Background: an optimization exercise with open tools, aiming at small area and few clock cycles. Do not read the settings as production practice.
RTL that was checked went through simulation tests only; none was proved equivalent to the original.
Only the layout flow was run in run 3; the RTL was not checked for function there.

==> flow/design.v (outline; a module is shown in full before it is edited, if it fits) <==
// module rpnc_cell: 2225 lines
// module rpnc_benc: 12 lines
// module rpnc_oai22: 10 lines
// module rpnc_xor2: 8 lines
// module rpnc_fa: 11 lines
// module rpnc_ha: 10 lines
// module rpnc_ao21: 9 lines
// module rpn_stack_calculator_core: 174 lines
// module rpnc_aoi222: 12 lines
module rpn_stack_calculator_core
#(
  parameter int unsigned STACK_DEPTH = 16
) (
  input  logic             clk_i,
  input  logic             rst_ni,
  input  logic             s_axis_tvalid_i,
  output logic             s_axis_tready_o,
  input  logic [rpnc_pkg::DataW-1:0] s_axis_tdata_i,
  input  logic [1:0]       s_axis_tuser_i,
  output logic             m_axis_tvalid_o,
  input  logic             m_axis_tready_i,
  output logic [rpnc_pkg::DataW-1:0] m_axis_tdata_o,
  output logic [1:0]       m_axis_tuser_o,
  output logic             m_axis_tlast_o
);
  // ...
==> flow/run.sh <==
#!/bin/bash
# synth_recipe.tcl (not shown) runs the flow's synth.tcl, then flattens the netlist and writes it again
# the make line also repeats each setting of config.mk as NAME=value (left out here)
make -C /OpenROAD-flow-scripts/flow DESIGN_CONFIG=/design/flow/config.mk WORK_HOME=/design/flow/orfs CLKGATE_MAP_FILE= SYNTH_SCRIPT=/design/flow/synth_recipe.tcl finish
==> flow/config.mk <==
export PLATFORM = sky130hd
export DESIGN_NAME = rpn_stack_calculator_core
export DESIGN_NICKNAME = rpn_stack_calculator_core
export VERILOG_FILES = /design/flow/design.v
export SDC_FILE = /design/flow/constraint.sdc
export NUM_CORES = 4
export LEC_CHECK = 0
export ABC_CLOCK_PERIOD_IN_PS = 8500
export CAP_MARGIN = 20
export CORE_MARGIN = 2
export CORE_UTILIZATION = 55
export CTS_BUF_LIST = sky130_fd_sc_hd__clkbuf_4 sky130_fd_sc_hd__clkbuf_8
export SLEW_MARGIN = 20
export SYNTH_HIERARCHICAL = 1
export SYNTH_MINIMUM_KEEP_SIZE = 0
==> flow/constraint.sdc <==
create_clock -name core_clock -period 8.5 [get_ports {clk_i}]
set_input_delay 1.7000 -clock core_clock [delete_from_list [all_inputs] [get_ports {clk_i}]]
set_output_delay 1.7000 -clock core_clock [all_outputs]
set_load 0.01 [all_outputs]
==> summary.txt, run 1 <==
Critical path
  • Critical-path top delay cell: fa_1
  • FF-to-FF Start: ptr_q[6]
  • Crit path to: top_q[31]
  • CP endpoint kind: flop
  • Data required, critical path: just under 9 ns

Synth
  • Simple-gate share of the synthesized area: 0.04221
  • FF+latch count, synth: about 530
  • Ys flop type: edfxtp_1
  • Post-synth EDFFs: just over 500
  • Largest family of logic cells by synthesized area: adder cells

GRT
  • GRT busiest layer: met2
  • GRT met1 Usage: 0.4695
  • Met2 usage: 0.4778
  • Gr ovfl total: 0

Finish
  • Most frequent cells in the layout: edfxtp_1 (515), xor2_1 (303), o22ai_1 (272)
  • Number of fill cells: between 4,000 and 5,000
  • Number of flip-flops in the largest register: 480
  • Final Cell Area: between 30,000 and 40,000 sq um
  • Inverters: 5
  • Area Overhead vs Synth: 14.08%
  • Layout cells sized above 1: 0.1511
  • Fraction of area in multi-input gates: 0.4200
  • Clock-cell share: 0.04842

Routing
  • Antenna-violating nets left: 0
  • DRT iter0 DRCs: 2,697
  • Vias: 20,359
  • WL met3: roughly 7200 um
  • DRC: 0
  • WL/cell: roughly 28 um

STA
  • PnR worst setup slack: 0.6853 ns
  • Setup repair after global routing missed its margin: no
  • Max Clk Rate: ~130 MHz
  • Rel. slew slack: 0.2365

Worst hold path
  • Min-Delay Path Class: flop to flop

Floorplanning
  • Die area: between 50,000 and 60,000 sq um
  • Core Area: approximately 55,000 sq um
  • # Taps: 748

Clock network
  • Root buf cell: clkbuf_8
  • Skew-Pair Late Insertion Delay: around 0.70 ns

Status
  • Outcome: timing/DRC/antenna clean

Job
  • Max Cap Violations: 0
Testbench counts, summed over its fixed seeds: cycles 24,428.
==> inputs of run 2 (changes only) <==
--- a/flow/config.mk
+++ b/flow/config.mk
@@ -10,4 +10,3 @@
 export CORE_MARGIN = 2
-export CORE_UTILIZATION = 55
-export CTS_BUF_LIST = sky130_fd_sc_hd__clkbuf_4 sky130_fd_sc_hd__clkbuf_8
+export CORE_UTILIZATION = 40
 export SLEW_MARGIN = 20
==> run 2 against run 1 <==
  * Still clean on timing, DRC and antenna
  * Synthesized area is the same
  * Worst setup slack gained 0.047 ns
  * Clock skew shrank 0.050 ns
  * Wire length grew 1.4%
  * Critical path depth shrank 1
  * Critical path type unchanged
==> summary.txt, run 2 <==
Synth
  • Post-synthesis cell type count: 48 (unchanged)
  • Post-synth top area share: 0.5032 (unchanged)
  • Mapped Cells: 2,028 (unchanged)
  • Commonest cells in the netlist: edfxtp_1 (515), xor2_1 (303), o22ai_1 (272) (unchanged)
  • Ys flop type: edfxtp_1 (unchanged)
  • Synthesized cell area: 30,740 sq um (unchanged)
  • Async SR Flop Fraction: 0.03377 (unchanged)
  • Top post-synthesis cells by area: edfxtp_1 (50%), fa_1 (16%), xor2_1 (8.6%) (unchanged)
  • Most frequent cell after synthesis: edfxtp_1 (unchanged)
  • FF+latch count, synth: 533 (unchanged)
  • Syn_area_per_cell: 15.16 sq um (unchanged)
  • Area leader, netlist: edfxtp_1 (unchanged)
  • Sequential fraction of the synthesis area: 0.5179 (unchanged)
  • Synth warn: 10 (unchanged)
  • Post-synth EDFFs: 515 (unchanged)

Floorplanning
  • Die area: 79,070 sq um (was 57,790 sq um)
  • Ports: 75 (unchanged)
  • Die height: 281.2 um (was 240.4 um)
  • Core Area: 75,950 sq um (was 55,200 sq um)
  • Site row count: 101 (was 86)
  • Die W: 281.2 um (was 240.4 um)
  • Initial Util: 0.4047 (was 0.5568)

Finish
  • Layout cells sized above 1: 0.1358 (was 0.1511)
  • Reg with most FFs: mem_q (unchanged)
  • Most common cell after layout, fill and taps aside: edfxtp_1 (unchanged)
  • Most frequent cells in the layout: edfxtp_1 (515), xor2_1 (303), o22ai_1 (272) (unchanged)
  • Fin cells: 3,350 (was 3,113)
  • Regs by FF count: mem_q x480, top_q x32, ptr_q x16 (unchanged)
  • Number of fill cells: 6,624 (was 4,142)
  • Final #Nets: 2,619 (was 2,639)
  • Final Cell Area: 35,560 sq um (was 35,060 sq um)
  • Ant. Diodes: 0 (was 2)
  • Area Overhead vs Synth: 15.70% (was 14.08%)
  • Number of flip-flops in the largest register: 480 (unchanged)

Routing
  • Vias: 20,271 (was 20,359)
  • Total Wirelength: 89,540 um (was 88,280 um)
  • DRT iter0 DRCs: 2,684 (was 2,697)
  • Antenna-violating nets left: 0 (unchanged)
  • WL/cell: 26.73 um (was 28.36 um)
  • Router iterations before antenna repair: 10 (was 9)
  • DRC: 0 (unchanged)
  • Via density per instance: 6.051 (was 6.540)

Clock network
  • Clock sink total: 533 (unchanged)
  • Postcts setup bufs: 0 (unchanged)
  • Root buf cell: clkbuf_16 (was clkbuf_8)
  • Worst-path clk slew: 0.06 ns (about the same)
  • CTS Buf Count: 56 (was 85)
  • Cts hold-fix bufs: 0 (unchanged)
  • CTS Buffer Depth: 3 (unchanged)
  • TritonCTS clock tree: built (unchanged)
  • H-Tree Depth: 2 (was 3)
  • Skew-Pair Late Insertion Delay: 0.63 ns (was 0.70 ns)
  • Gates resized, CTS repair: 0 (unchanged)

STA
  • Setup violation total in the final timing report: 0 (unchanged)
  • Total negative slack: 0 ns (unchanged)
  • Slew Viols, Final: 0 (unchanged)
  • Clk_skew: 0.01879 ns (was 0.06902 ns)
  • Max Clk Rate: 128.7 MHz (was 128.0 MHz)
  • Worst-margin pin slew: 1.121 ns (was 1.145 ns)
  • Hold Fails Final Rpt: 0 (unchanged)
  • Min Tclk post-route: 7.768 ns (was 7.815 ns)
  • Ratio of final minimum period to clock period: 0.9139 (was 0.9194)
  • Rel. slew slack: 0.2487 (was 0.2365)
  • Setup repair after global routing missed its margin: no (unchanged)

Job
  • Max Cap Violations: 0 (unchanged)

Critical path
  • Data required, critical path: 8.87 ns (was 8.93 ns)
  • Reg2Reg Depth: 25 (was 23)
  • CP Class: primary input to flop (unchanged)
  • R2R Setup Slk: 0.99 ns (was 1.10 ns)
  • Crit path to: top_q[31] (unchanged)
  • Crit path from: s_axis_tuser_i[0] (unchanged)
  • CP endpoint kind: flop (unchanged)
  • FF-to-FF Start: ptr_q[7] (was ptr_q[6])
  • CP Launch Type: primary input (unchanged)
  • CP peak stage delay: 0.68 ns (was 0.59 ns)
  • WP data arrival: 8.14 ns (was 8.25 ns)
  • Crit Path Max Fanout: 28 (was 35)
  • Critical-path top delay cell: fa_1 (unchanged)
  • CP Cell Sequence: clkdlybuf4s50_1, inv_1, ha_1, and2_2, buf_12, nand2_1, o22ai_1, xor2_1, fa_1, fa_1, fa_1, fa_1, fa_1, ha_1, and2_2, a21o_1, a21o_1, a21o_1, a21o_1, a21o_1, a21o_1, xor2_1, mux2_2 (was clkdlybuf4s50_1, inv_1, ha_1, and2_2, buf_12, buf_12, nand2_1, o22ai_1, xor2_1, fa_1, fa_1, fa_1, fa_1, fa_1, ha_1, and2_2, a21o_1, a21o_1, a21o_1, a21o_1, a21o_1, a21o_1, xor2_1, mux2_2)
  • R2R Path End: top_q[31] (unchanged)
  • Most used cell, CP: a21o_1 (unchanged)

GRT
  • GRT busiest layer: met2 (unchanged)
  • Gr ovfl total: 0 (unchanged)
  • Met3 usage: 0.03832 (was 0.04489)
  • GRT Util Overall: 0.2275 (was 0.3113)
  • Initial antenna violation count: 2 (unchanged)
  • Vias in the first global route: 20,594 (was 20,374)
  • GRT met1 Usage: 0.3264 (was 0.4695)
  • Largest net degree at the start of global routing: 49 (was 42)
  • Met2 usage: 0.3654 (was 0.4778)
  • Global-route wire length before repair: 134,700 um (was 131,600 um)

Placed design
  • DP Cell Count: 3,245 (was 2,954)
  • Routability cong.: 0.9140 (was 0.9177)
  • Placed instance area: 33,770 sq um (was 33,360 sq um)
  • Final HPWL DP: 60,750 um (was 59,030 um)
  • Port buffer count: 74 (unchanged)

Worst hold path
  • Min-Delay Path Class: flop to flop (unchanged)

Status
  • Outcome: timing/DRC/antenna clean (unchanged)
-- run 2: cell count changes in the layout (fill, tap and decap cells not counted), sizes merged --
cell      before  now
diode          2    0
clkinvlp       1    2
clkbuf       107   74
clkinv        42   22
buf          121  130
-- run 2: final cells by class --
type	count	area [sq um]	area share
Sequential cell	533	15920	0.4476
Multi-Input combinational cell	1473	14730	0.4141
Timing Repair Buffer	204	1817	0.05109
Clock buffer	74	1499	0.04215
Tap cell	1030	1289	0.03624
Clock inverter	31	295.3	0.008304
Inverter	5	18.77	0.0005278
-- run 2: logic make-up after synthesis --
family,Yosys count,synth area share
adders and majority gates,308,0.1840
AOI/OAI and AO/OA,544,0.1343
and+or+nand+nor,224,0.04221
DFF,533,0.5179
other,2,0.0002443
muxes,59,0.02251
xor gates and xnor gates,319,0.09090
buffers and inverters,39,0.007938
-- run 2: routing by layer --
| layer | share of wire | wire length (um) | vias to the layer above |
|---|---|---|---|
| li1 | - | - | 8672 |
| met1 | 0.43 | 38600 | 10599 |
| met2 | 0.47 | 42090 | 895 |
| met3 | 0.083 | 7421 | 105 |
| met4 | 0.016 | 1420 | 0 |
| met5 | 0 | 0 | - |
-- run 2: worst min-delay path by stage --
stage | startpoint | endpoint | slack, ns | cells after the start
after floorplan | ptr_q[0] | ptr_q[0] | 0.51 | 2
after global placement | ptr_q[10] | ptr_q[10] | 0.56 | 1
after detailed placement | ptr_q[10] | ptr_q[10] | 0.57 | 1
after CTS | ptr_q[10] | ptr_q[10] | 0.59 | 1
after global routing | ptr_q[10] | ptr_q[10] | 0.62 | 1
final | ptr_q[10] | ptr_q[10] | 0.59 | 1
-- run 2: modules after synthesis, one instance, submodules excluded --
| module | copies in the design | cells inside | flops+latches |
|---|---|---|---|
| rpnc_ha | 64 | 1 | 0 |
| rpn_stack_calculator_core | 1 | 832 | 533 |
| rpnc_oai22 | 272 | 1 | 0 |
| rpnc_ao21 | 52 | 1 | 0 |
| rpnc_fa | 240 | 1 | 0 |
| rpnc_xor2 | 272 | 1 | 0 |
| rpnc_aoi222 | 160 | 1 | 0 |
| rpnc_cell | 1 | 56 | 0 |
| rpnc_benc | 16 | 5 | 0 |
-- run 2: critical path: cells and delay by family --
family	cells	cell delay, ns
mux	1	0.26
fa+ha+maj	7	3.13
simple gates	3	0.64
buf+inv	3	0.76
xor+xnor	2	0.37
compound gates	7	1.25
-- run 2: metrics by stage --
step / hold slack [ns] / utilization / setup WS (ns)
global placement: 0.5614 / 0.4446 / 0.1633
floorplan: 0.5129 / - / 0.5006
global route: 0.6223 / 0.4682 / 0.5628
CTS: 0.5859 / 0.4682 / 0.8239
finish: 0.5853 / 0.4682 / 0.7322
detailed placement: 0.5722 / 0.4446 / 0.1575
==> module rpn_stack_calculator_core, before the edit <==
module rpn_stack_calculator_core
#(
  parameter int unsigned STACK_DEPTH = 16
) (
  input  logic             clk_i,
  input  logic             rst_ni,
  input  logic             s_axis_tvalid_i,
  output logic             s_axis_tready_o,
  input  logic [rpnc_pkg::DataW-1:0] s_axis_tdata_i,
  input  logic [1:0]       s_axis_tuser_i,
  output logic             m_axis_tvalid_o,
  input  logic             m_axis_tready_i,
  output logic [rpnc_pkg::DataW-1:0] m_axis_tdata_o,
  output logic [1:0]       m_axis_tuser_o,
  output logic             m_axis_tlast_o
);
  localparam int unsigned DataW = rpnc_pkg::DataW;
  localparam int unsigned MemD  = STACK_DEPTH - 1;
  logic [DataW-1:0] top_q;
  logic             top_vld_q;      
  logic [MemD:0]    ptr_q;          
  logic [DataW-1:0] mem_q [MemD];
  logic             out_valid_q;
  logic             out_ok_q;
  logic             out_ovf_q;
  logic             out_last_q;
  rpnc_pkg::op_e op;
  assign op = rpnc_pkg::op_e'(s_axis_tuser_i);
  logic advance;                     
  assign advance = !out_valid_q || m_axis_tready_i;
  logic [DataW-1:0] below;
  localparam int unsigned NGrp = MemD / 3;
  logic [DataW-1:0] grp_n [NGrp];    
  for (genvar g = 0; g < NGrp; g++) begin : g_rd
    for (genvar b = 0; b < DataW; b++) begin : g_bit
      rpnc_aoi222 u_aoi (
        .a1_i (mem_q[3*g][b]),   .a2_i (ptr_q[3*g+1]),
        .b1_i (mem_q[3*g+1][b]), .b2_i (ptr_q[3*g+2]),
        .c1_i (mem_q[3*g+2][b]), .c2_i (ptr_q[3*g+3]),
        .y_o  (grp_n[g][b])
      );
    end
  end
  always_comb begin
    below = '0;
    for (int g = 0; g < NGrp; g++) begin
      below = below | ~grp_n[g];
    end
  end
  logic is_mul;
  logic is_add;
  logic [DataW-1:0] mac_x_n;
  logic [DataW-1:0] mac_c;
  logic [DataW-1:0] alu_y;
  assign is_mul = top_vld_q && (op == rpnc_pkg::OP_MUL);
  assign is_add = top_vld_q && (op == rpnc_pkg::OP_ADD);
  assign mac_x_n = ~(is_mul ? below : DataW'(is_add));
  assign mac_c  = is_mul ? '0 : below;
  rpnc_cell u_alu (
    .x_n (mac_x_n),
    .t_i (top_q),
    .c_i (mac_c),
    .y_o (alu_y)
  );
  logic mem_empty;
  logic mem_full;
  logic mem_one;
  assign mem_empty = ptr_q[0];
  assign mem_one   = ptr_q[1];
  assign mem_full  = ptr_q[MemD];
  logic refill;                      
  logic accept;
  logic ok;
  logic ovf;
  logic push_mem;                    
  logic pop_mem;                     
  logic top_load;
  logic [DataW-1:0] top_d;
  logic top_vld_d;
  always_comb begin
    refill    = 1'b0;
    ok        = 1'b0;
    ovf       = 1'b0;
    push_mem  = 1'b0;
    pop_mem   = 1'b0;
    top_load  = 1'b0;
    top_d     = alu_y;
    top_vld_d = top_vld_q;
    case (op)
      rpnc_pkg::OP_PUSH: begin
        if (top_vld_q && mem_full) begin
          ovf = 1'b1;
        end else begin
          ok        = 1'b1;
          push_mem  = top_vld_q;
          top_load  = 1'b1;
          top_d     = s_axis_tdata_i;
          top_vld_d = 1'b1;
        end
      end
      rpnc_pkg::OP_ADD, rpnc_pkg::OP_MUL: begin
        if (top_vld_q) begin
          if (!mem_empty) begin
            ok       = 1'b1;
            pop_mem  = 1'b1;
            top_load = 1'b1;
          end
        end else if (!mem_empty && !mem_one) begin
          refill    = 1'b1;
          pop_mem   = 1'b1;
          top_load  = 1'b1;
          top_vld_d = 1'b1;
        end
      end
      default: begin   
        if (top_vld_q) begin
          ok        = 1'b1;
          top_vld_d = 1'b0;
        end else if (!mem_empty) begin
          ok       = 1'b1;
          pop_mem  = 1'b1;
          top_load = 1'b1;
        end
      end
    endcase
  end
  assign accept          = s_axis_tvalid_i && advance && !refill;
  assign s_axis_tready_o = advance && !refill;
  logic step;                        
  assign step = s_axis_tvalid_i && advance;
  always_ff @(posedge clk_i or negedge rst_ni) begin
    if (!rst_ni) begin
      ptr_q       <= (MemD+1)'(1);
      top_vld_q   <= 1'b0;
      out_valid_q <= 1'b0;
    end else begin
      if (advance) begin
        out_valid_q <= accept;
      end
      if (step) begin
        top_vld_q <= top_vld_d;
        if (push_mem) begin
          ptr_q <= {ptr_q[MemD-1:0], 1'b0};
        end else if (pop_mem) begin
          ptr_q <= {1'b0, ptr_q[MemD:1]};
        end
      end
    end
  end
  always_ff @(posedge clk_i) begin
    if (step && top_load) begin
      top_q <= top_d;
    end
  end
  for (genvar i = 0; i < MemD; i++) begin : g_mem
    always_ff @(posedge clk_i) begin
      if (step && push_mem && ptr_q[i]) begin
        mem_q[i] <= top_q;
      end
    end
  end
  always_ff @(posedge clk_i) begin
    if (accept) begin
      out_ok_q   <= ok;
      out_ovf_q  <= ovf;
      out_last_q <= (op == rpnc_pkg::OP_FINISH);
    end
  end
  assign m_axis_tvalid_o = out_valid_q;
  assign m_axis_tdata_o  = out_ok_q ? top_q : '0;
  assign m_axis_tuser_o  = out_ok_q ? rpnc_pkg::ST_OK :
                           out_ovf_q ? rpnc_pkg::ST_OVERFLOW : rpnc_pkg::ST_UNDERFLOW;
  assign m_axis_tlast_o  = out_last_q;
endmodule
==> inputs of run 3 (changes only) <==
--- a/flow/design.v
+++ b/flow/design.v
@@ -2352,4 +2352,5 @@
   end
-  logic is_mul;
-  logic is_add;
+  logic mul_sel;
+  logic add_sel;
+  logic move_sel;
   logic [DataW-1:0] mac_x_n;
@@ -2357,6 +2358,4 @@
   logic [DataW-1:0] alu_y;
-  assign is_mul = top_vld_q && (op == rpnc_pkg::OP_MUL);
-  assign is_add = top_vld_q && (op == rpnc_pkg::OP_ADD);
-  assign mac_x_n = ~(is_mul ? below : DataW'(is_add));
-  assign mac_c  = is_mul ? '0 : below;
+  assign mac_x_n = ~(mul_sel ? below : DataW'(!move_sel));
+  assign mac_c   = (add_sel || move_sel) ? below : '0;
   rpnc_cell u_alu (
@@ -2380,3 +2379,3 @@
   logic top_load;
-  logic [DataW-1:0] top_d;
+  logic top_push;                    
   logic top_vld_d;
@@ -2389,3 +2388,3 @@
     top_load  = 1'b0;
-    top_d     = alu_y;
+    top_push  = 1'b0;
     top_vld_d = top_vld_q;
@@ -2399,3 +2398,3 @@
           top_load  = 1'b1;
-          top_d     = s_axis_tdata_i;
+          top_push  = 1'b1;
           top_vld_d = 1'b1;
@@ -2433,2 +2432,8 @@
   assign step = s_axis_tvalid_i && advance;
+  logic binop;                       
+  assign binop    = top_vld_q && !mem_empty &&
+                    (op == rpnc_pkg::OP_ADD || op == rpnc_pkg::OP_MUL);
+  assign mul_sel  = step && binop && (op == rpnc_pkg::OP_MUL);
+  assign add_sel  = step && binop && (op == rpnc_pkg::OP_ADD);
+  assign move_sel = step && top_load && !top_push && !binop;
   always_ff @(posedge clk_i or negedge rst_ni) begin
@@ -2453,5 +2458,3 @@
   always_ff @(posedge clk_i) begin
-    if (step && top_load) begin
-      top_q <= top_d;
-    end
+    top_q <= (step && top_push) ? s_axis_tdata_i : alu_y;
   end
==> flow/flow/run.sh (new file) <==
#!/bin/bash
set -o pipefail
export BUFFER_PORTS_ARGS="-buffer_cell sky130_fd_sc_hd__buf_1"
export CTS_ARGS="-sink_clustering_enable -repair_clock_nets -dont_use_dummy_load"
bash standard.sh > standard.log 2>&1
==> flow/standard.sh (new file) <==
#!/bin/bash
# synth_recipe.tcl (not shown) runs the flow's synth.tcl, then flattens the netlist and writes it again
# the make line also repeats each setting of config.mk as NAME=value (left out here)
make -C /OpenROAD-flow-scripts/flow DESIGN_CONFIG=/design/flow/config.mk WORK_HOME=/design/flow/orfs CLKGATE_MAP_FILE= SYNTH_SCRIPT=/design/flow/synth_recipe.tcl "${@:-finish}"
--- a/flow/config.mk
+++ b/flow/config.mk
@@ -10,3 +10,3 @@
 export CORE_MARGIN = 2
-export CORE_UTILIZATION = 40
+export CORE_UTILIZATION = 55
 export SLEW_MARGIN = 20
removed: flow/run.sh
==> run 3 against run 2 <==
  * Flip-flop and latch count unchanged
  * Maximum frequency is 0.21% higher
  * Global-route usage increased by 8.9 points
  * Synthesized cell count increased by 1.5%
  * Die area is 28% lower
  * Highest routed layer unchanged
==> summary.txt, run 3 <==
Critical path
  • Data required, critical path: 9.02 ns (was 8.87 ns)
  • CP Class: primary input to flop (unchanged)
  • CP endpoint kind: flop (unchanged)
  • Crit Path Max Fanout: 31 (was 28)
  • Critical-path top delay cell: fa_1 (unchanged)
  • R2R Setup Slk: 1.01 ns (was 0.99 ns)
  • CP peak stage delay: 0.54 ns (was 0.68 ns)
  • CP Launch Type: primary input (unchanged)
  • Most used cell, CP: a21o_1 (unchanged)
  • WP data arrival: 8.27 ns (was 8.14 ns)

Routing
  • WL/cell: 29.68 um (was 26.73 um)
  • Vias: 20,111 (was 20,271)
  • Antenna-violating nets left: 0 (unchanged)
  • Total Wirelength: 88,700 um (was 89,540 um)
  • Via density per instance: 6.731 (was 6.051)
  • DRC: 0 (unchanged)
  • Router iterations before antenna repair: 8 (was 10)
  • DRT iter0 DRCs: 2,506 (was 2,684)

Finish
  • Reg with most FFs: mem_q (unchanged)
  • Most frequent cells in the layout: edfxtp_1 (483), xor2_1 (303), o22ai_1 (272) (was edfxtp_1 (515), xor2_1 (303), o22ai_1 (272))
  • Layout cells sized above 1: 0.1283 (was 0.1358)
  • Area Overhead vs Synth: 11.29% (was 15.70%)
  • Final #Nets: 2,632 (was 2,619)
  • Most common cell after layout, fill and taps aside: edfxtp_1 (unchanged)
  • Ant. Diodes: 0 (unchanged)
  • Number of flip-flops in the largest register: 480 (unchanged)
  • Regs by FF count: mem_q x480, top_q x32, ptr_q x16 (unchanged)
  • Final Cell Area: 33,830 sq um (was 35,560 sq um)
  • Final core utilization: 0.6165 (was 0.4682)

Placed design
  • Placed instance area: 32,440 sq um (was 33,770 sq um)
  • Routability cong.: 0.9284 (was 0.9140)
  • Final HPWL DP: 57,960 um (was 60,750 um)
  • Port buffer count: 74 (unchanged)
  • Pre-CTS WS: 0.1923 ns (was 0.1575 ns)

Floorplanning
  • Ports: 75 (unchanged)
  • Die area: 57,170 sq um (was 79,070 sq um)
  • Site row count: 86 (was 101)
  • Die height: 239.1 um (was 281.2 um)
  • Die W: 239.1 um (was 281.2 um)
  • Initial Util: 0.5539 (was 0.4047)
  • Core Area: 54,880 sq um (was 75,950 sq um)

STA
  • Slew Viols, Final: 0 (unchanged)
  • Total negative slack: 0 ns (unchanged)
  • Fin Hold WS: 0.5840 ns (was 0.5853 ns)
  • Min Tclk post-route: 7.752 ns (was 7.768 ns)
  • PnR worst setup slack: 0.7485 ns (was 0.7322 ns)
  • Rel. slew slack: 0.2694 (was 0.2487)
  • Setup violation total in the final timing report: 0 (unchanged)
  • Ratio of final minimum period to clock period: 0.9119 (was 0.9139)
  • Worst-margin pin slew: 1.096 ns (was 1.121 ns)
  • Setup repair after global routing missed its margin: no (unchanged)
  • Max Clk Rate: 129.0 MHz (was 128.7 MHz)
  • Hold Fails Final Rpt: 0 (unchanged)
  • Clk_skew: 0.09657 ns (was 0.01879 ns)

Clock network
  • Worst-path clk slew: 0.06 ns (about the same)
  • CTS Buf Count: 55 (was 56)
  • Clock sink total: 533 (unchanged)
  • Skew-Pair Late Insertion Delay: 0.64 ns (was 0.63 ns)
  • Gates resized, CTS repair: 0 (unchanged)
  • H-Tree Depth: 2 (unchanged)
  • Cts hold-fix bufs: 0 (unchanged)
  • Postcts setup bufs: 0 (unchanged)
  • Root buf cell: clkbuf_16 (unchanged)
  • CTS Buffer Depth: 3 (unchanged)
  • TritonCTS clock tree: built (unchanged)

Synth
  • Most frequent cell after synthesis: edfxtp_1 (unchanged)
  • Syn_area_per_cell: 14.76 sq um (was 15.16 sq um)
  • Synthesized cell area: 30,400 sq um (was 30,740 sq um)
  • Post-synth top area share: 0.4771 (was 0.5032)
  • Top post-synthesis cells by area: edfxtp_1 (48%), fa_1 (16%), xor2_1 (8.7%) (was edfxtp_1 (50%), fa_1 (16%), xor2_1 (8.6%))
  • Sequential fraction of the synthesis area: 0.5131 (was 0.5179)
  • Area leader, netlist: edfxtp_1 (unchanged)
  • Post-synth EDFFs: 483 (was 515)
  • Ys flop type: edfxtp_1 (unchanged)
  • Synth warn: 10 (unchanged)
  • Async SR Flop Fraction: 0.03377 (unchanged)
  • Commonest cells in the netlist: edfxtp_1 (483), xor2_1 (303), o22ai_1 (272) (was edfxtp_1 (515), xor2_1 (303), o22ai_1 (272))
  • FF+latch count, synth: 533 (unchanged)
  • Mapped Cells: 2,059 (was 2,028)
  • Post-synthesis cell type count: 50 (was 48)

Status
  • Outcome: timing/DRC/antenna clean (unchanged)

GRT
  • Gr ovfl total: 0 (unchanged)
  • Global-route wire length before repair: 132,600 um (was 134,700 um)
  • Initial antenna violation count: 1 (was 2)
  • Largest net degree at the start of global routing: 45 (was 49)
  • Vias in the first global route: 20,762 (was 20,594)
  • GRT Util Overall: 0.3170 (was 0.2275)

Worst hold path
  • Min-Delay Path Class: flop to flop (unchanged)

Job
  • Max Cap Violations: 0 (unchanged)
[run 3: cell families (layout without fill, tap and decap cells)]
family | Yosys count | in the layout | synth area share
flip-flops | 533 | 533 | 0.5131
AO/OA/AOI/OAI | 547 | 547 | 0.1352
other | 2 | 19 | 0.0002471
XOR/XNOR | 319 | 319 | 0.09191
adder cells (fa/ha/maj) | 308 | 308 | 0.1860
AND/OR/NAND/NOR | 250 | 250 | 0.04231
multiplexers | 60 | 60 | 0.02313
buffers and inverters | 40 | 248 | 0.008067
[run 3: critical path: cells and delay by family]
kind | cells | cell delay (ns)
compound gates | 8 | 1.78
mux | 1 | 0.25
simple gates | 4 | 0.70
xor+xnor | 2 | 0.40
fa+ha+maj | 7 | 3.00
buf+inv | 3 | 0.42
[run 3: through the flow]
step	std cells
2_1_floorplan	2076
3_3_place_gp	2933
3_5_place_dp	2933
4_1_cts	2988
5_1_grt	2988
6_report	2988
[run 3: layout make-up]
type | instances | area [sq um]
Tap cell | 704 | 880.8
Fill cell | 4237 | 21050
Multi-Input combinational cell | 1503 | 14790
Sequential cell | 533 | 15610
Inverter | 7 | 26.28
Timing Repair Buffer | 186 | 1145
Clock buffer | 55 | 1376
[run 3: final timing paths]
kind | to | startpoint | cells after the start
worst max register to register | top_q[31] | ptr_q[4] | 23
worst min-delay path | mem_q[13][3] | top_q[3] | 0
worst max-delay path | top_q[31] | s_axis_tuser_i[0] | 25
min in group asynchronous | ptr_q[14] | rst_ni | 1
max in group asynchronous | ptr_q[0] | rst_ni | 1
worst min register to register | mem_q[13][3] | top_q[3] | 0
[run 3: Yosys stat by module (local to each module, per instance)]
module,copies in the design,cells inside,flip-flops and latches
rpn_stack_calculator_core,1,863,533
rpnc_cell,1,56,0
rpnc_benc,16,5,0
rpnc_fa,240,1,0
rpnc_ha,64,1,0
rpnc_aoi222,160,1,0
rpnc_xor2,272,1,0
rpnc_ao21,52,1,0
rpnc_oai22,272,1,0
[run 3: routing by layer]
layer  vias to the layer above  global-route usage  wire, um
met3                       147             0.04746      6519
met2                       954              0.5195     43000
met5                         -                   0         0
met4                         0              0.1131      3049
li1                       8615                   -         -
met1                     10395              0.4345     36130
==> inputs of run 4 (changes only) <==
--- a/flow/design.v
+++ b/flow/design.v
@@ -2323,2 +2323,3 @@
   logic             top_vld_q;      
+  logic [3:0]       cnt_q;          
   logic [MemD:0]    ptr_q;          
@@ -2333,2 +2334,7 @@
   assign advance = !out_valid_q || m_axis_tready_i;
+  always_comb begin
+    for (int i = 0; i <= MemD; i++) begin
+      ptr_q[i] = (cnt_q == 4'(i));
+    end
+  end
   logic [DataW-1:0] below;
@@ -2440,3 +2446,3 @@
     if (!rst_ni) begin
-      ptr_q       <= (MemD+1)'(1);
+      cnt_q       <= '0;
       top_vld_q   <= 1'b0;
@@ -2450,5 +2456,5 @@
         if (push_mem) begin
-          ptr_q <= {ptr_q[MemD-1:0], 1'b0};
+          cnt_q <= cnt_q + 4'd1;
         end else if (pop_mem) begin
-          ptr_q <= {1'b0, ptr_q[MemD:1]};
+          cnt_q <= cnt_q - 4'd1;
         end
==> flow/flow/run.sh (replaced) <==
#!/bin/bash
set -o pipefail
export BUFFER_PORTS_ARGS="-buffer_cell sky130_fd_sc_hd__buf_1"
export CTS_ARGS="-sink_clustering_enable -repair_clock_nets -dont_use_dummy_load -buf_list {sky130_fd_sc_hd__clkbuf_8 sky130_fd_sc_hd__clkbuf_16} -sink_clustering_size 25 -sink_clustering_max_diameter 80"
bash standard.sh > standard.log 2>&1
--- a/flow/config.mk
+++ b/flow/config.mk
@@ -10,3 +10,3 @@
 export CORE_MARGIN = 2
-export CORE_UTILIZATION = 55
+export CORE_UTILIZATION = 70
 export SLEW_MARGIN = 20
==> run 4 against run 3 <==
  * Cell count is 7.2% lower
  * Sequential share of layout area rose by 0.58 points
  * Via count grew 0.63%
  * Global-route usage rose by 5.2 points
  * Critical endpoint unchanged
  * Highest routed layer unchanged
==> summary.txt, run 4 <==
Status
  • Outcome: timing/DRC/antenna clean (unchanged)

STA
  • Slew Viols, Final: 0 (unchanged)
  • Hold Fails Final Rpt: 0 (unchanged)
  • Setup violation total in the final timing report: 0 (unchanged)
  • Fin Hold WS: 0.5883 ns (was 0.5840 ns)
  • Setup repair after global routing missed its margin: no (unchanged)
  • Worst-margin pin slew: 1.158 ns (was 1.096 ns)
  • Total negative slack: 0 ns (unchanged)
  • Max Clk Rate: 122.0 MHz (was 129.0 MHz)
  • Clk_skew: 0.07879 ns (was 0.09657 ns)
  • Min Tclk post-route: 8.194 ns (was 7.752 ns)
  • Ratio of final minimum period to clock period: 0.9640 (was 0.9119)
  • Rel. slew slack: 0.2283 (was 0.2694)

Clock network
  • TritonCTS clock tree: built (unchanged)
  • CTS Buffer Depth: 3 (unchanged)
  • Root buf cell: clkbuf_16 (unchanged)
  • Postcts setup bufs: 0 (unchanged)
  • Clock sink total: 521 (was 533)
  • CTS Buf Count: 29 (was 55)
  • Cts hold-fix bufs: 0 (unchanged)
  • Worst-path clk slew: 0.08 ns (was 0.06 ns)
  • Skew-Pair Late Insertion Delay: 0.61 ns (was 0.64 ns)
  • H-Tree Depth: 1 (was 2)

Synth
  • Mapped Cells: 2,040 (was 2,059)
  • Post-synthesis cell type count: 45 (was 50)
  • Ys flop type: edfxtp_1 (unchanged)
  • Async SR Flop Fraction: 0.01152 (was 0.03377)
  • Sequential fraction of the synthesis area: 0.5075 (was 0.5131)
  • Syn_area_per_cell: 14.77 sq um (was 14.76 sq um)
  • FF+latch count, synth: 521 (was 533)
  • Synthesized cell area: 30,140 sq um (was 30,400 sq um)
  • Post-synth EDFFs: 483 (unchanged)
  • Area leader, netlist: edfxtp_1 (unchanged)
  • Synth warn: 10 (unchanged)
  • Top post-synthesis cells by area: edfxtp_1 (48%), fa_1 (16%), xor2_1 (8.8%) (was edfxtp_1 (48%), fa_1 (16%), xor2_1 (8.7%))
  • Most frequent cell after synthesis: edfxtp_1 (unchanged)
  • Commonest cells in the netlist: edfxtp_1 (483), xor2_1 (303), o22ai_1 (272) (unchanged)
  • Post-synth top area share: 0.4812 (was 0.4771)

Critical path
  • Crit Path Max Fanout: 24 (was 31)
  • Most used cell, CP: a21o_1 (unchanged)
  • CP endpoint kind: flop (unchanged)
  • CP Cell Sequence: nor2b_1, and2_1, a222oi_1, nand3_1, nand2_1, o22ai_1, xor2_1, fa_1, fa_1, fa_1, fa_1, fa_1, ha_1, and2_2, a21o_1, a21o_1, a21o_1, a21o_1, a21o_1, a21o_1, xor2_1, mux2_2
  • Data required, critical path: 8.95 ns (was 9.02 ns)
  • CP Class: flop to flop (was primary input to flop)
  • Critical-path top delay cell: and2_1 (was fa_1)
  • CP delay by family, top: adder cells (unchanged)
  • CP peak stage delay: 0.94 ns (was 0.54 ns)
  • CP Launch Type: flop (was primary input)
  • WP data arrival: 8.64 ns (was 8.27 ns)
  • CP Buf/Inv Count: 0 (was 3)

Finish
  • Reg with most FFs: mem_q (unchanged)
  • Layout cells sized above 1: 0.1114 (was 0.1283)
  • Most frequent cells in the layout: edfxtp_1 (483), xor2_1 (303), o22ai_1 (272) (unchanged)
  • Multi-input combinational cell area: 14,820 sq um (was 14,790 sq um)
  • Regs by FF count: mem_q x480, top_q x32, cnt_q x4 (was mem_q x480, top_q x32, ptr_q x16)
  • Sequential cell area: 15,310 sq um (was 15,610 sq um)
  • Number of fill cells: 2,733 (was 4,237)
  • Area Overhead vs Synth: 8.693% (was 11.29%)
  • Number of flip-flops in the largest register: 480 (unchanged)
  • Most common cell after layout, fill and taps aside: edfxtp_1 (unchanged)
  • Final #Nets: 2,578 (was 2,632)

Routing
  • Via density per instance: 7.298 (was 6.731)
  • Total Wirelength: 81,020 um (was 88,700 um)
  • WL met3: 8953 um (was 6519 um)
  • Vias: 20,238 (was 20,111)
  • DRC: 0 (unchanged)
  • Antenna-violating nets left: 0 (unchanged)
  • Max Used Layer: met4 (unchanged)
  • Wire length on met2: 38,190 um (was 43,000 um)
  • Wire length on met1: 31,540 um (was 36,130 um)
  • Router iterations before antenna repair: 10 (was 8)
  • DRT iter0 DRCs: 3,408 (was 2,506)
  • WL/cell: 29.22 um (was 29.68 um)

GRT
  • GRT Util Overall: 0.3694 (was 0.3170)
  • Gr ovfl total: 0 (unchanged)
  • Vias in the first global route: 19,936 (was 20,762)
  • Initial antenna violation count: 2 (was 1)
  • Global-route wire length before repair: 123,000 um (was 132,600 um)
  • Largest net degree at the start of global routing: 49 (was 45)

Floorplanning
  • Die height: 211.5 um (was 239.1 um)
  • Ports: 75 (unchanged)
  • Site row count: 76 (was 86)
  • Core Area: 42,790 sq um (was 54,880 sq um)
  • Die area: 44,730 sq um (was 57,170 sq um)
  • Die W: 211.5 um (was 239.1 um)
  • Initial Util: 0.7044 (was 0.5539)

Placed design
  • Port buffer count: 74 (unchanged)
  • Routability cong.: 0.9823 (was 0.9284)
  • Final HPWL DP: 53,890 um (was 57,960 um)

Worst hold path
  • Min-Delay Path Class: flop to flop (unchanged)

Job
  • Max Cap Violations: 0 (unchanged)
-- run 4: cell count changes after synthesis, moves of 10 or more --
cell,delta
and3_1,+33
nor2_1,-46
nor2b_2,+19
mux2_2,-17
nor2b_4,+10
o21ai_0,-28
dfrtp_1,-11
nand2_1,+12
-- run 4: timing repair --
action,CTS,global route
hold endpoints to repair,0,0
setup endpoints to repair,0,1
resized for setup,0,2
-- run 4: layer usage --
layer  global-route usage  vias up
met5                    0        -
met4              0.09786        0
met3              0.05964      188
met2               0.5769     1404
met1               0.5504    10195
li1                     -     8451
-- run 4: kinds of logic after synthesis --
| family | Yosys count | share of synthesized area |
|---|---|---|
| compound gates | 524 | 0.1328 |
| other cells | 2 | 0.0002492 |
| xor+xnor | 321 | 0.09328 |
| simple gates | 285 | 0.05646 |
| fa+ha+maj | 312 | 0.1893 |
| flops | 521 | 0.5075 |
| mux | 32 | 0.01196 |
| buf+inv | 43 | 0.008510 |
-- run 4: cell type report --
cell class	count	area share
Sequential cell	521	0.4672
Multi-Input combinational cell	1493	0.4524
Timing Repair Buffer	174	0.03628
Clock buffer	29	0.02215
Tap cell	546	0.02085
Inverter	9	0.001031
Antenna cell	1	0.00007639
-- run 4: final timing paths --
kind | cells past startpoint | end | slack (ns) | start
worst max register to register | 22 | top_q[31] | 0.31 | cnt_q[3]
worst max-delay path | 22 | top_q[31] | 0.31 | cnt_q[3]
min in group asynchronous | 1 | cnt_q[1] | 0.97 | rst_ni
worst min register to register | 1 | cnt_q[0] | 0.59 | cnt_q[0]
worst min-delay path | 1 | cnt_q[0] | 0.59 | cnt_q[0]
max in group asynchronous | 1 | cnt_q[2] | 7.23 | rst_ni
-- run 4: metrics by stage --
step,cell area [sq um],util,worst slack [ns],cells
global route,32760,0.7655,0.01077,2772
finish,32760,0.7656,0.3057,2773
floorplan,30200,-,0.06534,2057
detailed placement,31900,0.7455,0.1446,2737
CTS,32630,0.7624,0.2661,2766
global placement,31890,0.7453,0.3334,2737
-- run 4: worst register-to-register path: stages (launching register included) --
cell	delay, ns
dfrtp_1	0.72
nor2b_1	0.32
and2_1	0.94
a222oi_1	0.29
nand3_1	0.27
nand2_1	0.37
o22ai_1	0.28
xor2_1	0.21
fa_1	0.51
fa_1	0.52
fa_1	0.40
fa_1	0.55
fa_1	0.44
ha_1	0.34
and2_2	0.22
a21o_1	0.18
a21o_1	0.15
a21o_1	0.26
a21o_1	0.26
a21o_1	0.20
a21o_1	0.18
xor2_1	0.16
mux2_2	0.26
-- run 4: Yosys stat by module (local to each module, per instance) --
module / copies in the design / cells / flip-flops and latches
rpn_stack_calculator_core: 1 / 844 / 521
rpnc_ao21: 52 / 1 / 0
rpnc_aoi222: 160 / 1 / 0
rpnc_benc: 16 / 5 / 0
rpnc_cell: 1 / 56 / 0
rpnc_fa: 240 / 1 / 0
rpnc_ha: 64 / 1 / 0
rpnc_oai22: 272 / 1 / 0
rpnc_xor2: 272 / 1 / 0
Testbench counts of run 4, summed over its fixed seeds: cycles 24,428.
==> inputs of run 5 (changes only) <==
--- a/flow/config.mk
+++ b/flow/config.mk
@@ -10,3 +10,3 @@
 export CORE_MARGIN = 2
-export CORE_UTILIZATION = 70
+export CORE_UTILIZATION = 55
 export SLEW_MARGIN = 20
==> run 5 against run 4 <==
  * Non-clock buffer count rose by 13
  * Sequential share of layout area down 0.48 points
  * Hold slack got worse by 0.0060 ns
  * Critical path depth rose by 3
  * Register-to-register slack better by 0.05 ns
  * Synthesized cell count unchanged
  * Critical path type unchanged
==> summary.txt, run 5 <==
Status
  • Outcome: timing/DRC/antenna clean (unchanged)

Synth
  • Top post-synthesis cells by area: edfxtp_1 (48%), fa_1 (16%), xor2_1 (8.8%) (unchanged)
  • Synthesized cell area: 30,140 sq um (unchanged)
  • Async SR Flop Fraction: 0.01152 (unchanged)
  • Commonest cells in the netlist: edfxtp_1 (483), xor2_1 (303), o22ai_1 (272) (unchanged)
  • Synth warn: 10 (unchanged)
  • Mapped Cells: 2,040 (unchanged)
  • Syn_area_per_cell: 14.77 sq um (unchanged)
  • Post-synth top area share: 0.4812 (unchanged)
  • Ys flop type: edfxtp_1 (unchanged)
  • Most frequent cell after synthesis: edfxtp_1 (unchanged)
  • FF+latch count, synth: 521 (unchanged)
  • Sequential fraction of the synthesis area: 0.5075 (unchanged)
  • Area leader, netlist: edfxtp_1 (unchanged)
  • Post-synthesis cell type count: 45 (unchanged)
  • Post-synth EDFFs: 483 (unchanged)

Routing
  • WL/cell: 29.07 um (was 29.22 um)
  • Via density per instance: 6.696 (was 7.298)
  • DRT iter0 DRCs: 2,422 (was 3,408)
  • Antenna-violating nets left: 0 (unchanged)
  • Total Wirelength: 85,360 um (was 81,020 um)
  • Vias: 19,660 (was 20,238)
  • DRC: 0 (unchanged)
  • Router iterations before antenna repair: 11 (was 10)

Finish
  • Number of fill cells: 4,221 (was 2,733)
  • Number of flip-flops in the largest register: 480 (unchanged)
  • Most common cell after layout, fill and taps aside: edfxtp_1 (unchanged)
  • Fin cells: 2,936 (was 2,773)
  • Reg with most FFs: mem_q (unchanged)
  • Layout cells sized above 1: 0.1157 (was 0.1114)
  • Most frequent cells in the layout: edfxtp_1 (483), xor2_1 (303), o22ai_1 (272) (unchanged)
  • Regs by FF count: mem_q x480, top_q x32, cnt_q x4 (unchanged)
  • Area Overhead vs Synth: 9.830% (was 8.693%)
  • Final #Nets: 2,591 (was 2,578)

Critical path
  • CP delay by family, top: adder cells (unchanged)
  • Most used cell, CP: a21o_1 (unchanged)
  • CP peak stage delay: 0.70 ns (was 0.94 ns)
  • Crit Path Max Fanout: 19 (was 24)
  • CP Buf/Inv Count: 2 (was 0)
  • FF-to-FF Start: cnt_q[2] (was cnt_q[3])
  • Data required, critical path: 8.96 ns (was 8.95 ns)
  • CP Class: flop to flop (unchanged)
  • Crit path from: cnt_q[2] (was cnt_q[3])
  • WP data arrival: 8.60 ns (was 8.64 ns)
  • Critical-path top delay cell: dfrtp_1 (was and2_1)
  • CP endpoint kind: flop (unchanged)
  • CP Launch Type: flop (unchanged)

GRT
  • Gr ovfl total: 0 (unchanged)
  • Initial antenna violation count: 0 (was 2)
  • Vias in the first global route: 19,807 (was 19,936)
  • GRT Util Overall: 0.3057 (was 0.3694)
  • Largest net degree at the start of global routing: 50 (was 49)
  • Global-route wire length before repair: 128,500 um (was 123,000 um)

Floorplanning
  • Site row count: 85 (was 76)
  • Core Area: 54,030 sq um (was 42,790 sq um)
  • Die area: 56,690 sq um (was 44,730 sq um)
  • Initial Util: 0.5579 (was 0.7044)
  • Die height: 238.1 um (was 211.5 um)
  • Die W: 238.1 um (was 211.5 um)
  • Ports: 75 (unchanged)

Clock network
  • Worst-path clk slew: 0.08 ns (about the same)
  • CTS Buf Count: 29 (unchanged)
  • Skew-Pair Late Insertion Delay: 0.64 ns (was 0.61 ns)
  • TritonCTS clock tree: built (unchanged)
  • Cts hold-fix bufs: 0 (unchanged)
  • CTS Buffer Depth: 3 (unchanged)
  • H-Tree Depth: 1 (unchanged)
  • Gates resized, CTS repair: 0 (unchanged)
  • Postcts setup bufs: 0 (unchanged)
  • Clock sink total: 521 (unchanged)
  • Root buf cell: clkbuf_16 (unchanged)

STA
  • Setup violation total in the final timing report: 0 (unchanged)
  • Rel. slew slack: 0.2540 (was 0.2283)
  • Total negative slack: 0 ns (unchanged)
  • Clk_skew: 0.08643 ns (was 0.07879 ns)
  • Fin Hold WS: 0.5822 ns (was 0.5883 ns)
  • Hold Fails Final Rpt: 0 (unchanged)
  • Setup repair after global routing missed its margin: no (unchanged)
  • Ratio of final minimum period to clock period: 0.9577 (was 0.9640)
  • Min Tclk post-route: 8.140 ns (was 8.194 ns)
  • Slew Viols, Final: 0 (unchanged)
  • Worst-margin pin slew: 1.119 ns (was 1.158 ns)
  • PnR worst setup slack: 0.3598 ns (was 0.3057 ns)
  • Max Clk Rate: 122.8 MHz (was 122.0 MHz)

Worst hold path
  • Min-Delay Path Class: flop to flop (unchanged)
  • HP Start: out_valid_q (was cnt_q[0])

Placed design
  • DP Cell Count: 2,904 (was 2,737)
  • Port buffer count: 74 (unchanged)
  • Routability cong.: 0.8944 (was 0.9823)
  • Pre-CTS WS: 0.2095 ns (was 0.1446 ns)
  • Final HPWL DP: 57,270 um (was 53,890 um)

Job
  • Max Cap Violations: 0 (unchanged)
run 5: worst paths after layout:
check | depth (start not counted) | to | slack [ns]
max | 25 | top_q[31] | 0.36
min | 2 | out_valid_q | 0.58
max reg2reg | 25 | top_q[31] | 0.36
min reg2reg | 2 | out_valid_q | 0.58
max in group asynchronous | 1 | cnt_q[3] | 7.21
min in group asynchronous | 1 | cnt_q[2] | 0.98
run 5: per-module statistics from Yosys, one instance, submodules excluded:
module,flops+latches,copies in the design,cells
rpnc_ao21,0,52,1
rpnc_oai22,0,272,1
rpn_stack_calculator_core,521,1,844
rpnc_fa,0,240,1
rpnc_cell,0,1,56
rpnc_ha,0,64,1
rpnc_xor2,0,272,1
rpnc_benc,0,16,5
rpnc_aoi222,0,160,1
run 5: per-layer routing:
metal | share of wire | vias to the layer above | wire, um | GRT usage
met5 | 0 | - | 0 | 0
met4 | 0.022 | 0 | 1908 | 0.07083
met3 | 0.087 | 128 | 7442 | 0.05252
met2 | 0.47 | 928 | 39820 | 0.4828
met1 | 0.42 | 10119 | 36190 | 0.4478
li1 | - | 8485 | - | -
run 5: final cells by class:
class	instances	area [sq um]	share of cell area
diodes	1	2.502	0.00007559
repair buffers	187	1351	0.04082
clock buffers	29	725.7	0.02192
flip-flops and latches	521	15310	0.4624
multi-input cells	1493	14810	0.4474
well taps	696	870.8	0.02631
inverters	9	33.78	0.001021
run 5: cells by family (layout without fill, tap and decap cells):
kind of cell,Yosys count,count (layout),share of synthesized area
mux,32,32,0.01196
fa+ha+maj,312,312,0.1893
other cells,2,20,0.0002492
xor+xnor,321,321,0.09328
buf+inv,43,225,0.008510
compound gates,524,524,0.1328
simple gates,285,285,0.05646
flops,521,521,0.5075
run 5: through the flow:
step	instance area, sq um	utilization
finish	33100	0.6127
global route	33100	0.6127
CTS	33060	0.6119
detailed placement	32330	0.5984
global placement	32220	0.5964
floorplan	30200	-
run 5: worst min-delay path: cells and delay by family (launching register included):
kind / cells / cell delay (ns)
flip-flops: 1 / 0.39
AND/OR/NAND/NOR: 1 / 0.09
AO/OA/AOI/OAI: 1 / 0.08

separate check: timing with driven ports:
No port has a modelled driver above. Below, the same layouts with a new extraction and two added sets of constraints.
Step 1 (the two cells are an assumption about what drives the block):
set clk [get_ports {clk_i}]
set_driving_cell -lib_cell sky130_fd_sc_hd__clkbuf_16 $clk
set_driving_cell -lib_cell sky130_fd_sc_hd__buf_2 [delete_from_list [all_inputs] $clk]
Step 2, shift: input delay + t, output delay - t, t = (earliest + latest rising clock arrival at the registers) / 2. This alone moves slack from input paths to output paths.
Three values: ideal ports, drivers, drivers and shift; two values: the first two.
run	t (ns)	setup WS [ns]	worst setup path after step 2	worst register clock-pin slew, ns
run 1	0.725	0.685 / 0.725 / 0.000	input to register	0.06 / 0.06
run 2	0.682	0.732 / 0.770 / 0.088	input to register	0.07 / 0.07
run 3	0.654	0.748 / 0.788 / 0.133	input to register	0.06 / 0.06
run 4	0.627	0.306 / 0.306 / 0.056	input to register	0.09 / 0.09
run 5	0.656	0.360 / 0.360 / 0.110	input to register	0.10 / 0.10
For run 1, which loses most, drivers alone change the setup slack by +0.040 ns; drivers and shift together by -0.685 ns.
